This design comes from an exercise in tuning for small area, a short achievable clock period and few clock cycles on the open sky130 flow, not from production work.
Function was checked by simulation only, so behaviour that the tests miss may differ from the original.

==> try-umber: inputs <==
// conv2d_stream
module conv2d_stream
#(
    parameter int DW     = conv_pkg::DEF_DW,
    parameter int MAXDIM = conv_pkg::DEF_MAXDIM,
    parameter int MAXK   = conv_pkg::DEF_MAXK,
    parameter int DIMW   = $clog2(MAXDIM),
    parameter int KW     = $clog2(MAXK),
    parameter int AW     = 2*DW + 2*KW
) (
    input  logic            clk,
    input  logic            rstN,
    input  logic            start,
    input  logic [DIMW-1:0] inRow,
    input  logic [DIMW-1:0] inCol,
    input  logic [KW-1:0]   kerRow,
    input  logic [KW-1:0]   kerCol,
    input  logic            stride,
    input  logic [DW-1:0]   inData,
    input  logic            inValid,
    output logic            inReady,
    output logic [AW-1:0]   outMatrix,
    output logic            outValid,
    input  logic            outReady,
    output logic            busy,
    output logic            done,
    output logic            err
);
    localparam int NP = 1 + conv_pkg::MAC_CUTS;
    localparam int NQ = NP + 2;
    logic [DIMW-1:0] inRow_q, inCol_q;
    logic [KW-1:0]   kerRow_q, kerCol_q;
    logic            stride_q;
    logic            busy_q;
    logic            busyN_q, inRdyN_q, ovN_q, doneN_q;
    always_ff @(posedge clk) begin
        if (busyN_q) begin
            inRow_q  <= inRow;
            inCol_q  <= inCol;
            kerRow_q <= kerRow;
  ...
export LEC_CHECK = 0
export CAP_MARGIN = 20
export CORE_MARGIN = 2
export CORE_UTILIZATION = 60
export CTS_CLUSTER_DIAMETER = 70
export CTS_CLUSTER_SIZE = 35
export SLEW_MARGIN = 20
export SYNTH_HIERARCHICAL = 1
export SYNTH_MINIMUM_KEEP_SIZE = 0
create_clock -name core_clock -period 11.0 [get_ports {clk}]
standard.sh (not shown) runs the stock make flow with config.mk's settings and CLKGATE_MAP_FILE= SYNTH_SCRIPT=/design/flow/synth_recipe.tcl, a recipe that flattens the netlist after the stock synthesis.
==> flow/flow/run.sh <==
#!/bin/bash
# Own layout flow: the standard synthesis unchanged, then the standard
# ORFS layout with plain buffers on the ports (instead of delay cells) and a
# larger setup margin for the resizer's timing repair. Each call's full
# output goes to its own log in this folder; ORFS keeps per-step logs under
# orfs/logs.
set -euo pipefail
bash standard.sh synth > synth.log 2>&1
bash standard.sh \
    BUFFER_PORTS_ARGS="-buffer_cell sky130_fd_sc_hd__buf_4" \
    SETUP_SLACK_MARGIN=7.5 \
    finish > layout.log 2>&1
==> try-amber: changes against try-umber <==
--- a/flow/design.v
+++ b/flow/design.v
@@ -5826,26 +5826,25 @@
 );
     localparam int NP = 1 + conv_pkg::MAC_CUTS;
     localparam int NQ = NP + 2;
     logic [DIMW-1:0] inRow_q, inCol_q;
     logic [KW-1:0]   kerRow_q, kerCol_q;
     logic            stride_q;
     logic            busy_q;
-    logic            busyN_q, inRdyN_q, ovN_q, doneN_q;
     always_ff @(posedge clk) begin
-        if (busyN_q) begin
+        if (!busy_q) begin
             inRow_q  <= inRow;
             inCol_q  <= inCol;
             kerRow_q <= kerRow;
             kerCol_q <= kerCol;
             stride_q <= stride;
         end
     end
     logic accept, legal;
-    assign accept = start && busyN_q;
+    assign accept = start && !busy_q;
     assign legal  = (kerRow <= inRow) && (kerCol <= inCol);
     logic [DIMW-1:0] lastOR_q, lastOC_q;
     logic [DIMW-1:0] diffR, diffC;
     assign diffR = inRow_q - DIMW'(kerRow_q);
     assign diffC = inCol_q - DIMW'(kerCol_q);
     always_ff @(posedge clk) begin
         lastOR_q <= stride_q ? (diffR >> 1) : diffR;
@@ -5864,44 +5863,44 @@
     logic [NP-1:0]   vp_q, lp_q;
     logic [AW-1:0]   O_q;
     logic            ovQ, olastQ, pop;
     logic [2:0]      cnt_q, cnt_d;
     logic            room;
     logic xfer, imgX, kerX, lastImg, lastKer;
     logic issue, rowEnd;
-    assign xfer    = inValid && !inRdyN_q;
+    assign xfer    = inValid && inReady_q;
     assign imgX    = xfer && phImg_q;
     assign kerX    = xfer && !phImg_q;
     assign lastImg = (icol_q == inCol_q) && (irow_q == inRow_q);
     assign lastKer = (kcol_q == kerCol_q) && (krow_q == kerRow_q);
     assign issue  = iss_q;
     assign rowEnd = issue && lastc_q && !lastr_q;
     always_comb begin
-        busy_d    = !busyN_q;
-        inReady_d = !inRdyN_q;
+        busy_d    = busy_q;
+        inReady_d = inReady_q;
         phImg_d   = phImg_q;
         phComp_d  = phComp_q;
         icol_d    = icol_q;
         irow_d    = irow_q;
         kcol_d    = kcol_q;
         krow_d    = krow_q;
         ocol_d    = ocol_q;
         orow_d    = orow_q;
         base_d    = base_q;
         lastc_d   = lastc_q;
         lastr_d   = lastr_q;
-        if (busyN_q) begin
+        if (!busy_q) begin
             busy_d    = accept && legal;
             inReady_d = accept && legal;
             phImg_d   = accept && legal;
             icol_d    = '0;
             irow_d    = '0;
             kcol_d    = '0;
             krow_d    = '0;
-        end else if (!doneN_q) begin
+        end else if (done_q) begin
             busy_d = 1'b0;
         end
         if (imgX) begin
             if (icol_q == inCol_q) begin
                 icol_d = '0;
                 irow_d = irow_q + 1'b1;
             end else begin
@@ -5956,20 +5955,17 @@
         iss_d = rdy_d && room;
         arrSh_d = shupL_d || bub_d || (iss_d && lastc_d && !lastr_d);
     end
     always_ff @(posedge clk or negedge rstN) begin
         if (!rstN) begin
             busy_q    <= 1'b0;
             inReady_q <= 1'b0;
-            busyN_q   <= 1'b1;
-            inRdyN_q  <= 1'b1;
             phImg_q   <= 1'b0;
             phComp_q  <= 1'b0;
             done_q    <= 1'b0;
-            doneN_q   <= 1'b1;
             err_q     <= 1'b0;
             icol_q    <= '0;
             irow_q    <= '0;
             kcol_q    <= '0;
             krow_q    <= '0;
             align_q   <= '0;
             shupL_q   <= 1'b0;
@@ -5980,20 +5976,17 @@
             lastr_q   <= 1'b0;
             bub_q     <= 1'b0;
             iss_q     <= 1'b0;
             arrSh_q   <= 1'b0;
         end else begin
             busy_q    <= busy_d;
             inReady_q <= inReady_d;
-            busyN_q   <= !busy_d;
-            inRdyN_q  <= !inReady_d;
             phImg_q   <= phImg_d;
             phComp_q  <= phComp_d;
             done_q    <= pop && olastQ;
-            doneN_q   <= !(pop && olastQ);
             err_q     <= accept && !legal;
             icol_q    <= icol_d;
             irow_q    <= irow_d;
             kcol_q    <= kcol_d;
             krow_q    <= krow_d;
             align_q   <= align_d;
             shupL_q   <= shupL_d;
@@ -6076,23 +6069,24 @@
     end
     conv_mac u_mac (
         .clk (clk),
         .a   (macA),
         .b   (macB),
         .sum (sum)
     );
-    logic [AW-1:0] qd_q [NQ];
-    logic          ql_q [NQ];
-    logic [2:0]    qw_q, qr_q, qn_q, qr1;
-    logic          vin, lin, left;
-    assign pop  = !ovN_q && outReady;
-    assign vin  = vp_q[NP-1];
-    assign lin  = lp_q[NP-1];
-    assign qr1  = (qr_q == 3'(NQ-1)) ? '0 : qr_q + 1'b1;
-    assign left = pop ? (qn_q > 3'd1) : (qn_q != '0);
+    logic [AW-1:0] qd_q [NQ-1];
+    logic          ql_q [NQ-1];
+    logic [2:0]    qw_q, qr_q, qn_q;
+    logic          vin, lin, takeO, qpop, qpush;
+    assign pop   = ovQ && outReady;
+    assign vin   = vp_q[NP-1];
+    assign lin   = lp_q[NP-1];
+    assign takeO = !ovQ || outReady;
+    assign qpop  = takeO && (qn_q != '0);
+    assign qpush = vin && !(takeO && (qn_q == '0));
     logic [2:0] cntInc, cntDec;
     logic       lt0, lt1;
     assign cntInc = cnt_q + 1'b1;
     assign cntDec = cnt_q - 1'b1;
     assign lt0    = (cnt_q < 3'(NQ));
     assign lt1    = (cnt_q < 3'(NQ-1));
     always_comb begin
@@ -6103,35 +6097,42 @@
         endcase
     end
     always_ff @(posedge clk or negedge rstN) begin
         if (!rstN) begin
             vp_q   <= '0;
             lp_q   <= '0;
             ovQ    <= 1'b0;
-            ovN_q  <= 1'b1;
             olastQ <= 1'b0;
             cnt_q  <= '0;
             qw_q   <= '0;
             qr_q   <= '0;
             qn_q   <= '0;
         end else begin
             vp_q   <= NP'({vp_q, issue});
             lp_q   <= NP'({lp_q, issue && lastc_q && lastr_q});
             cnt_q  <= cnt_d;
-            ovQ    <= left || vin;
-            ovN_q  <= !(left || vin);
-            olastQ <= left ? (pop ? ql_q[qr1] : ql_q[qr_q]) : lin;
-            if (vin) qw_q <= (qw_q == 3'(NQ-1)) ? '0 : qw_q + 1'b1;
-            if (pop) qr_q <= qr1;
-            qn_q <= qn_q + 3'(vin) - 3'(pop);
+            if (takeO) begin
+                if (qn_q != '0) begin
+                    ovQ    <= 1'b1;
+                    olastQ <= ql_q[qr_q];
+                end else begin
+                    ovQ    <= vin;
+                    olastQ <= lin;
+                end
+            end
+            if (qpush) qw_q <= (qw_q == 3'(NQ-2)) ? '0 : qw_q + 1'b1;
+            if (qpop)  qr_q <= (qr_q == 3'(NQ-2)) ? '0 : qr_q + 1'b1;
+            qn_q <= qn_q + 3'(qpush) - 3'(qpop);
         end
     end
     always_ff @(posedge clk) begin
-        O_q <= left ? (pop ? qd_q[qr1] : qd_q[qr_q]) : sum;
-        for (int i = 0; i < NQ; i++) begin
+        if (takeO) begin
+            O_q <= (qn_q != '0) ? qd_q[qr_q] : sum;
+        end
+        for (int i = 0; i < NQ-1; i++) begin
             if (vin && (qw_q == 3'(i))) begin
                 qd_q[i] <= sum;
                 ql_q[i] <= lin;
             end
         end
     end
     assign inReady   = inReady_q;
==> flow/config.mk (replaced) <==
export PLATFORM = sky130hd
export DESIGN_NAME = conv2d_stream
export DESIGN_NICKNAME = conv2d_stream
export VERILOG_FILES = /design/flow/design.v
export SDC_FILE = /design/flow/constraint.sdc
export NUM_CORES = 4
export LEC_CHECK = 0
export CAP_MARGIN = 20
export CORE_MARGIN = 2
export CORE_UTILIZATION = 60
export CTS_BUF_LIST = sky130_fd_sc_hd__clkbuf_8
export CTS_CLUSTER_SIZE = 20
export SLEW_MARGIN = 20
export SYNTH_HIERARCHICAL = 1
export SYNTH_MINIMUM_KEEP_SIZE = 0
==> try-pepper: changes against try-umber <==
--- a/flow/design.v
+++ b/flow/design.v
@@ -5826,26 +5826,25 @@
 );
     localparam int NP = 1 + conv_pkg::MAC_CUTS;
     localparam int NQ = NP + 2;
     logic [DIMW-1:0] inRow_q, inCol_q;
     logic [KW-1:0]   kerRow_q, kerCol_q;
     logic            stride_q;
     logic            busy_q;
-    logic            busyN_q, inRdyN_q, ovN_q, doneN_q;
     always_ff @(posedge clk) begin
-        if (busyN_q) begin
+        if (!busy_q) begin
             inRow_q  <= inRow;
             inCol_q  <= inCol;
             kerRow_q <= kerRow;
             kerCol_q <= kerCol;
             stride_q <= stride;
         end
     end
     logic accept, legal;
-    assign accept = start && busyN_q;
+    assign accept = start && !busy_q;
     assign legal  = (kerRow <= inRow) && (kerCol <= inCol);
     logic [DIMW-1:0] lastOR_q, lastOC_q;
     logic [DIMW-1:0] diffR, diffC;
     assign diffR = inRow_q - DIMW'(kerRow_q);
     assign diffC = inCol_q - DIMW'(kerCol_q);
     always_ff @(posedge clk) begin
         lastOR_q <= stride_q ? (diffR >> 1) : diffR;
@@ -5861,47 +5860,46 @@
     logic            lastc_q, lastr_q, bub_q;
     logic            lastc_d, lastr_d, bub_d, rdy_d;
     logic            iss_q, iss_d, arrSh_q, arrSh_d;
     logic [NP-1:0]   vp_q, lp_q;
     logic [AW-1:0]   O_q;
     logic            ovQ, olastQ, pop;
     logic [2:0]      cnt_q, cnt_d;
-    logic            room;
     logic xfer, imgX, kerX, lastImg, lastKer;
     logic issue, rowEnd;
-    assign xfer    = inValid && !inRdyN_q;
+    assign xfer    = inValid && inReady_q;
     assign imgX    = xfer && phImg_q;
     assign kerX    = xfer && !phImg_q;
     assign lastImg = (icol_q == inCol_q) && (irow_q == inRow_q);
     assign lastKer = (kcol_q == kerCol_q) && (krow_q == kerRow_q);
     assign issue  = iss_q;
     assign rowEnd = issue && lastc_q && !lastr_q;
     always_comb begin
-        busy_d    = !busyN_q;
-        inReady_d = !inRdyN_q;
+        busy_d    = busy_q;
+        inReady_d = inReady_q;
         phImg_d   = phImg_q;
         phComp_d  = phComp_q;
         icol_d    = icol_q;
         irow_d    = irow_q;
         kcol_d    = kcol_q;
         krow_d    = krow_q;
         ocol_d    = ocol_q;
         orow_d    = orow_q;
         base_d    = base_q;
         lastc_d   = lastc_q;
         lastr_d   = lastr_q;
-        if (busyN_q) begin
+        if (!busy_q) begin
             busy_d    = accept && legal;
             inReady_d = accept && legal;
             phImg_d   = accept && legal;
             icol_d    = '0;
             irow_d    = '0;
             kcol_d    = '0;
             krow_d    = '0;
-        end else if (!doneN_q) begin
+        end else if (done_q) begin
             busy_d = 1'b0;
         end
         if (imgX) begin
             if (icol_q == inCol_q) begin
                 icol_d = '0;
                 irow_d = irow_q + 1'b1;
             end else begin
@@ -5949,27 +5947,24 @@
             end else begin
                 ocol_d  = ocol_q + 1'b1;
                 base_d  = base_q + (stride_q ? 4'd2 : 4'd1);
                 lastc_d = ((ocol_q + 1'b1) == lastOC_q);
             end
         end
         rdy_d = phComp_d && !bub_d && !shupL_d && (align_d == '0);
-        iss_d = rdy_d && room;
+        iss_d = rdy_d && (cnt_d < 3'(NQ));
         arrSh_d = shupL_d || bub_d || (iss_d && lastc_d && !lastr_d);
     end
     always_ff @(posedge clk or negedge rstN) begin
         if (!rstN) begin
             busy_q    <= 1'b0;
             inReady_q <= 1'b0;
-            busyN_q   <= 1'b1;
-            inRdyN_q  <= 1'b1;
             phImg_q   <= 1'b0;
             phComp_q  <= 1'b0;
             done_q    <= 1'b0;
-            doneN_q   <= 1'b1;
             err_q     <= 1'b0;
             icol_q    <= '0;
             irow_q    <= '0;
             kcol_q    <= '0;
             krow_q    <= '0;
             align_q   <= '0;
             shupL_q   <= 1'b0;
@@ -5980,20 +5975,17 @@
             lastr_q   <= 1'b0;
             bub_q     <= 1'b0;
             iss_q     <= 1'b0;
             arrSh_q   <= 1'b0;
         end else begin
             busy_q    <= busy_d;
             inReady_q <= inReady_d;
-            busyN_q   <= !busy_d;
-            inRdyN_q  <= !inReady_d;
             phImg_q   <= phImg_d;
             phComp_q  <= phComp_d;
             done_q    <= pop && olastQ;
-            doneN_q   <= !(pop && olastQ);
             err_q     <= accept && !legal;
             icol_q    <= icol_d;
             irow_q    <= irow_d;
             kcol_q    <= kcol_d;
             krow_q    <= krow_d;
             align_q   <= align_d;
             shupL_q   <= shupL_d;
@@ -6076,63 +6068,59 @@
     end
     conv_mac u_mac (
         .clk (clk),
         .a   (macA),
         .b   (macB),
         .sum (sum)
     );
-    logic [AW-1:0] qd_q [NQ];
-    logic          ql_q [NQ];
-    logic [2:0]    qw_q, qr_q, qn_q, qr1;
-    logic          vin, lin, left;
-    assign pop  = !ovN_q && outReady;
-    assign vin  = vp_q[NP-1];
-    assign lin  = lp_q[NP-1];
-    assign qr1  = (qr_q == 3'(NQ-1)) ? '0 : qr_q + 1'b1;
-    assign left = pop ? (qn_q > 3'd1) : (qn_q != '0);
-    logic [2:0] cntInc, cntDec;
-    logic       lt0, lt1;
-    assign cntInc = cnt_q + 1'b1;
-    assign cntDec = cnt_q - 1'b1;
-    assign lt0    = (cnt_q < 3'(NQ));
-    assign lt1    = (cnt_q < 3'(NQ-1));
-    always_comb begin
-        case ({issue, pop})
-            2'b10:   begin cnt_d = cntInc; room = lt1;  end
-            2'b01:   begin cnt_d = cntDec; room = 1'b1; end
-            default: begin cnt_d = cnt_q;  room = lt0;  end
-        endcase
-    end
+    logic [AW-1:0] qd_q [NQ-1];
+    logic          ql_q [NQ-1];
+    logic [2:0]    qw_q, qr_q, qn_q;
+    logic          vin, lin, takeO, qpop, qpush;
+    assign pop   = ovQ && outReady;
+    assign vin   = vp_q[NP-1];
+    assign lin   = lp_q[NP-1];
+    assign takeO = !ovQ || outReady;
+    assign qpop  = takeO && (qn_q != '0);
+    assign qpush = vin && !(takeO && (qn_q == '0));
+    assign cnt_d = cnt_q + 3'(issue) - 3'(pop);
     always_ff @(posedge clk or negedge rstN) begin
         if (!rstN) begin
             vp_q   <= '0;
             lp_q   <= '0;
             ovQ    <= 1'b0;
-            ovN_q  <= 1'b1;
             olastQ <= 1'b0;
             cnt_q  <= '0;
             qw_q   <= '0;
             qr_q   <= '0;
             qn_q   <= '0;
         end else begin
             vp_q   <= NP'({vp_q, issue});
             lp_q   <= NP'({lp_q, issue && lastc_q && lastr_q});
             cnt_q  <= cnt_d;
-            ovQ    <= left || vin;
-            ovN_q  <= !(left || vin);
-            olastQ <= left ? (pop ? ql_q[qr1] : ql_q[qr_q]) : lin;
-            if (vin) qw_q <= (qw_q == 3'(NQ-1)) ? '0 : qw_q + 1'b1;
-            if (pop) qr_q <= qr1;
-            qn_q <= qn_q + 3'(vin) - 3'(pop);
+            if (takeO) begin
+                if (qn_q != '0) begin
+                    ovQ    <= 1'b1;
+                    olastQ <= ql_q[qr_q];
+                end else begin
+                    ovQ    <= vin;
+                    olastQ <= lin;
+                end
+            end
+            if (qpush) qw_q <= (qw_q == 3'(NQ-2)) ? '0 : qw_q + 1'b1;
+            if (qpop)  qr_q <= (qr_q == 3'(NQ-2)) ? '0 : qr_q + 1'b1;
+            qn_q <= qn_q + 3'(qpush) - 3'(qpop);
         end
     end
     always_ff @(posedge clk) begin
-        O_q <= left ? (pop ? qd_q[qr1] : qd_q[qr_q]) : sum;
-        for (int i = 0; i < NQ; i++) begin
-            if (vin && (qw_q == 3'(i))) begin
+        if (takeO) begin
+            O_q <= (qn_q != '0) ? qd_q[qr_q] : sum;
+        end
+        for (int i = 0; i < NQ-1; i++) begin
+            if (qpush && (qw_q == 3'(i))) begin
                 qd_q[i] <= sum;
                 ql_q[i] <= lin;
             end
         end
     end
     assign inReady   = inReady_q;
     assign outMatrix = O_q;
--- a/flow/flow/run.sh
+++ b/flow/flow/run.sh
@@ -4,9 +4,9 @@
 # larger setup margin for the resizer's timing repair. Each call's full
 # output goes to its own log in this folder; ORFS keeps per-step logs under
 # orfs/logs.
 set -euo pipefail
 bash standard.sh synth > synth.log 2>&1
 bash standard.sh \
     BUFFER_PORTS_ARGS="-buffer_cell sky130_fd_sc_hd__buf_4" \
-    SETUP_SLACK_MARGIN=7.5 \
+    SETUP_SLACK_MARGIN=7 \
     finish > layout.log 2>&1
==> flow/config.mk (replaced) <==
export PLATFORM = sky130hd
export DESIGN_NAME = conv2d_stream
export DESIGN_NICKNAME = conv2d_stream
export VERILOG_FILES = /design/flow/design.v
export SDC_FILE = /design/flow/constraint.sdc
export NUM_CORES = 4
export LEC_CHECK = 0
export CAP_MARGIN = 20
export CORE_MARGIN = 2
export CORE_UTILIZATION = 40
export SLEW_MARGIN = 20
export SYNTH_HIERARCHICAL = 1
export SYNTH_MINIMUM_KEEP_SIZE = 0
==> try-quartz: changes against try-umber <==
--- a/flow/design.v
+++ b/flow/design.v
@@ -5826,26 +5826,25 @@
 );
     localparam int NP = 1 + conv_pkg::MAC_CUTS;
     localparam int NQ = NP + 2;
     logic [DIMW-1:0] inRow_q, inCol_q;
     logic [KW-1:0]   kerRow_q, kerCol_q;
     logic            stride_q;
     logic            busy_q;
-    logic            busyN_q, inRdyN_q, ovN_q, doneN_q;
     always_ff @(posedge clk) begin
-        if (busyN_q) begin
+        if (!busy_q) begin
             inRow_q  <= inRow;
             inCol_q  <= inCol;
             kerRow_q <= kerRow;
             kerCol_q <= kerCol;
             stride_q <= stride;
         end
     end
     logic accept, legal;
-    assign accept = start && busyN_q;
+    assign accept = start && !busy_q;
     assign legal  = (kerRow <= inRow) && (kerCol <= inCol);
     logic [DIMW-1:0] lastOR_q, lastOC_q;
     logic [DIMW-1:0] diffR, diffC;
     assign diffR = inRow_q - DIMW'(kerRow_q);
     assign diffC = inCol_q - DIMW'(kerCol_q);
     always_ff @(posedge clk) begin
         lastOR_q <= stride_q ? (diffR >> 1) : diffR;
@@ -5864,44 +5863,44 @@
     logic [NP-1:0]   vp_q, lp_q;
     logic [AW-1:0]   O_q;
     logic            ovQ, olastQ, pop;
     logic [2:0]      cnt_q, cnt_d;
     logic            room;
     logic xfer, imgX, kerX, lastImg, lastKer;
     logic issue, rowEnd;
-    assign xfer    = inValid && !inRdyN_q;
+    assign xfer    = inValid && inReady_q;
     assign imgX    = xfer && phImg_q;
     assign kerX    = xfer && !phImg_q;
     assign lastImg = (icol_q == inCol_q) && (irow_q == inRow_q);
     assign lastKer = (kcol_q == kerCol_q) && (krow_q == kerRow_q);
     assign issue  = iss_q;
     assign rowEnd = issue && lastc_q && !lastr_q;
     always_comb begin
-        busy_d    = !busyN_q;
-        inReady_d = !inRdyN_q;
+        busy_d    = busy_q;
+        inReady_d = inReady_q;
         phImg_d   = phImg_q;
         phComp_d  = phComp_q;
         icol_d    = icol_q;
         irow_d    = irow_q;
         kcol_d    = kcol_q;
         krow_d    = krow_q;
         ocol_d    = ocol_q;
         orow_d    = orow_q;
         base_d    = base_q;
         lastc_d   = lastc_q;
         lastr_d   = lastr_q;
-        if (busyN_q) begin
+        if (!busy_q) begin
             busy_d    = accept && legal;
             inReady_d = accept && legal;
             phImg_d   = accept && legal;
             icol_d    = '0;
             irow_d    = '0;
             kcol_d    = '0;
             krow_d    = '0;
-        end else if (!doneN_q) begin
+        end else if (done_q) begin
             busy_d = 1'b0;
         end
         if (imgX) begin
             if (icol_q == inCol_q) begin
                 icol_d = '0;
                 irow_d = irow_q + 1'b1;
             end else begin
@@ -5956,20 +5955,17 @@
         iss_d = rdy_d && room;
         arrSh_d = shupL_d || bub_d || (iss_d && lastc_d && !lastr_d);
     end
     always_ff @(posedge clk or negedge rstN) begin
         if (!rstN) begin
             busy_q    <= 1'b0;
             inReady_q <= 1'b0;
-            busyN_q   <= 1'b1;
-            inRdyN_q  <= 1'b1;
             phImg_q   <= 1'b0;
             phComp_q  <= 1'b0;
             done_q    <= 1'b0;
-            doneN_q   <= 1'b1;
             err_q     <= 1'b0;
             icol_q    <= '0;
             irow_q    <= '0;
             kcol_q    <= '0;
             krow_q    <= '0;
             align_q   <= '0;
             shupL_q   <= 1'b0;
@@ -5980,20 +5976,17 @@
             lastr_q   <= 1'b0;
             bub_q     <= 1'b0;
             iss_q     <= 1'b0;
             arrSh_q   <= 1'b0;
         end else begin
             busy_q    <= busy_d;
             inReady_q <= inReady_d;
-            busyN_q   <= !busy_d;
-            inRdyN_q  <= !inReady_d;
             phImg_q   <= phImg_d;
             phComp_q  <= phComp_d;
             done_q    <= pop && olastQ;
-            doneN_q   <= !(pop && olastQ);
             err_q     <= accept && !legal;
             icol_q    <= icol_d;
             irow_q    <= irow_d;
             kcol_q    <= kcol_d;
             krow_q    <= krow_d;
             align_q   <= align_d;
             shupL_q   <= shupL_d;
@@ -6076,23 +6069,24 @@
     end
     conv_mac u_mac (
         .clk (clk),
         .a   (macA),
         .b   (macB),
         .sum (sum)
     );
-    logic [AW-1:0] qd_q [NQ];
-    logic          ql_q [NQ];
-    logic [2:0]    qw_q, qr_q, qn_q, qr1;
-    logic          vin, lin, left;
-    assign pop  = !ovN_q && outReady;
-    assign vin  = vp_q[NP-1];
-    assign lin  = lp_q[NP-1];
-    assign qr1  = (qr_q == 3'(NQ-1)) ? '0 : qr_q + 1'b1;
-    assign left = pop ? (qn_q > 3'd1) : (qn_q != '0);
+    logic [AW-1:0] qd_q [NQ-1];
+    logic          ql_q [NQ-1];
+    logic [2:0]    qw_q, qr_q, qn_q;
+    logic          vin, lin, takeO, qpop, qpush;
+    assign pop   = ovQ && outReady;
+    assign vin   = vp_q[NP-1];
+    assign lin   = lp_q[NP-1];
+    assign takeO = !ovQ || outReady;
+    assign qpop  = takeO && (qn_q != '0);
+    assign qpush = vin && !(takeO && (qn_q == '0));
     logic [2:0] cntInc, cntDec;
     logic       lt0, lt1;
     assign cntInc = cnt_q + 1'b1;
     assign cntDec = cnt_q - 1'b1;
     assign lt0    = (cnt_q < 3'(NQ));
     assign lt1    = (cnt_q < 3'(NQ-1));
     always_comb begin
@@ -6103,35 +6097,42 @@
         endcase
     end
     always_ff @(posedge clk or negedge rstN) begin
         if (!rstN) begin
             vp_q   <= '0;
             lp_q   <= '0;
             ovQ    <= 1'b0;
-            ovN_q  <= 1'b1;
             olastQ <= 1'b0;
             cnt_q  <= '0;
             qw_q   <= '0;
             qr_q   <= '0;
             qn_q   <= '0;
         end else begin
             vp_q   <= NP'({vp_q, issue});
             lp_q   <= NP'({lp_q, issue && lastc_q && lastr_q});
             cnt_q  <= cnt_d;
-            ovQ    <= left || vin;
-            ovN_q  <= !(left || vin);
-            olastQ <= left ? (pop ? ql_q[qr1] : ql_q[qr_q]) : lin;
-            if (vin) qw_q <= (qw_q == 3'(NQ-1)) ? '0 : qw_q + 1'b1;
-            if (pop) qr_q <= qr1;
-            qn_q <= qn_q + 3'(vin) - 3'(pop);
+            if (takeO) begin
+                if (qn_q != '0) begin
+                    ovQ    <= 1'b1;
+                    olastQ <= ql_q[qr_q];
+                end else begin
+                    ovQ    <= vin;
+                    olastQ <= lin;
+                end
+            end
+            if (qpush) qw_q <= (qw_q == 3'(NQ-2)) ? '0 : qw_q + 1'b1;
+            if (qpop)  qr_q <= (qr_q == 3'(NQ-2)) ? '0 : qr_q + 1'b1;
+            qn_q <= qn_q + 3'(qpush) - 3'(qpop);
         end
     end
     always_ff @(posedge clk) begin
-        O_q <= left ? (pop ? qd_q[qr1] : qd_q[qr_q]) : sum;
-        for (int i = 0; i < NQ; i++) begin
+        if (takeO) begin
+            O_q <= (qn_q != '0) ? qd_q[qr_q] : sum;
+        end
+        for (int i = 0; i < NQ-1; i++) begin
             if (vin && (qw_q == 3'(i))) begin
                 qd_q[i] <= sum;
                 ql_q[i] <= lin;
             end
         end
     end
     assign inReady   = inReady_q;
--- a/flow/flow/run.sh
+++ b/flow/flow/run.sh
@@ -4,9 +4,9 @@
 # larger setup margin for the resizer's timing repair. Each call's full
 # output goes to its own log in this folder; ORFS keeps per-step logs under
 # orfs/logs.
 set -euo pipefail
 bash standard.sh synth > synth.log 2>&1
 bash standard.sh \
     BUFFER_PORTS_ARGS="-buffer_cell sky130_fd_sc_hd__buf_4" \
-    SETUP_SLACK_MARGIN=7.5 \
+    SETUP_SLACK_MARGIN=7.7 \
     finish > layout.log 2>&1
==> flow/config.mk (replaced) <==
export PLATFORM = sky130hd
export DESIGN_NAME = conv2d_stream
export DESIGN_NICKNAME = conv2d_stream
export VERILOG_FILES = /design/flow/design.v
export SDC_FILE = /design/flow/constraint.sdc
export NUM_CORES = 4
export LEC_CHECK = 0
export CAP_MARGIN = 20
export CORE_MARGIN = 2
export CORE_UTILIZATION = 60
export CTS_CLUSTER_DIAMETER = 60
export CTS_CLUSTER_SIZE = 30
export SLEW_MARGIN = 20
export SYNTH_HIERARCHICAL = 1
export SYNTH_MINIMUM_KEEP_SIZE = 0
==> comparison table <==
quantity                                                              try-amber    try-quartz    try-pepper     try-umber
Outcome                                        no timing/DRC/antenna violations  no timing/DRC/antenna violations  no timing/DRC/antenna violations  no timing/DRC/antenna violations
Non-clock buffering overhead                                             0.0178        0.0199       0.00736        0.0172
Fraction of the core area covered by cells at the end of the flow         0.667         0.661         0.450         0.648
Total of cells resized after clock tree synthesis                            94           266             5           113
Critical Path Start                                                     O_q[19]       O_q[19]   tap_q[5][3]        busy_q
Mapped Cells                                                              6,957         6,957         6,942         7,167
Fill cell instance count of the final layout                             13,500        13,500        25,500        14,000
Clock network latency to the later pin of the worst-skew pair           1.09 ns       0.85 ns       0.90 ns       0.86 ns
Met2 Routed Length                                                       122 mm        121 mm        131 mm        127 mm
Pin count of the biggest net entering global routing                        219           219           207           203
Detailed route wirelength on metal3                                     18.4 mm       17.2 mm       19.8 mm       18.1 mm
Biggest cell delay along the critical path                              0.44 ns       0.46 ns       0.86 ns       0.43 ns
DP Wirelength                                                            190 mm        190 mm        206 mm        205 mm
Type of the worst setup path                                            reg2out       reg2out       reg2reg       reg2out
Proportion of netlist area held by the largest area contributor           0.576         0.576         0.577         0.568
Finished layout cell area                                           0.132 sq mm   0.131 sq mm   0.134 sq mm   0.131 sq mm
Endpoint arrival time on the critical path                              1.69 ns       1.45 ns       4.74 ns       1.42 ns
Global-route wire length before repair                                   385 mm        379 mm        412 mm        398 mm
Diode insertion count for antenna repair                                      3             8             3            22
Number of ordinary inverters in the final layout                            143           143           146           152
Final net count                                                           8,357         8,093         8,044         8,223
Area occupied by registers                                         0.0812 sq mm  0.0813 sq mm  0.0811 sq mm  0.0817 sq mm
Sequential cell area fraction in the yosys report                         0.677         0.677         0.679         0.672
Worst Reg-to-Reg Cells                                                        6             6             6             5
Testbench counts of try-umber, summed over its fixed seeds: cycles 15,401.
Testbench counts of try-amber, summed over its fixed seeds: cycles 15,401.
Testbench counts of try-pepper, summed over its fixed seeds: cycles 15,401.
Testbench counts of try-quartz, summed over its fixed seeds: cycles 15,401.

-- port drivers added, routing unchanged --
The results above use ideal ports. As a check the final layouts listed here were re-extracted and re-timed, cells and wires unchanged. Step 1 assumes that a clkbuf_16 drives the clock port and a buf_2 every other input. Step 2, shift: input delay + t, output delay - t, t = (earliest + latest rising clock arrival at the registers) / 2. This alone moves slack from input paths to output paths. a / b / c = ideal ports / drivers / drivers and shift; a / b = the first two.
run	shift t [ns]	slack for setup (ns)	clock arrival spread, ns
try-umber	0.938	7.380 / 7.279 / 6.781	0.062 / 0.062
try-amber	1.151	7.114 / 7.021 / 6.712	0.084 / 0.084
try-pepper	0.970	7.021 / 7.021 / 6.369	0.064 / 0.064
try-quartz	0.934	7.346 / 7.244 / 6.933	0.045 / 0.045
After both steps every run listed still meets setup and hold. For try-pepper, which loses most, drivers alone change the setup slack by 0.000 ns; drivers and shift together by -0.652 ns.
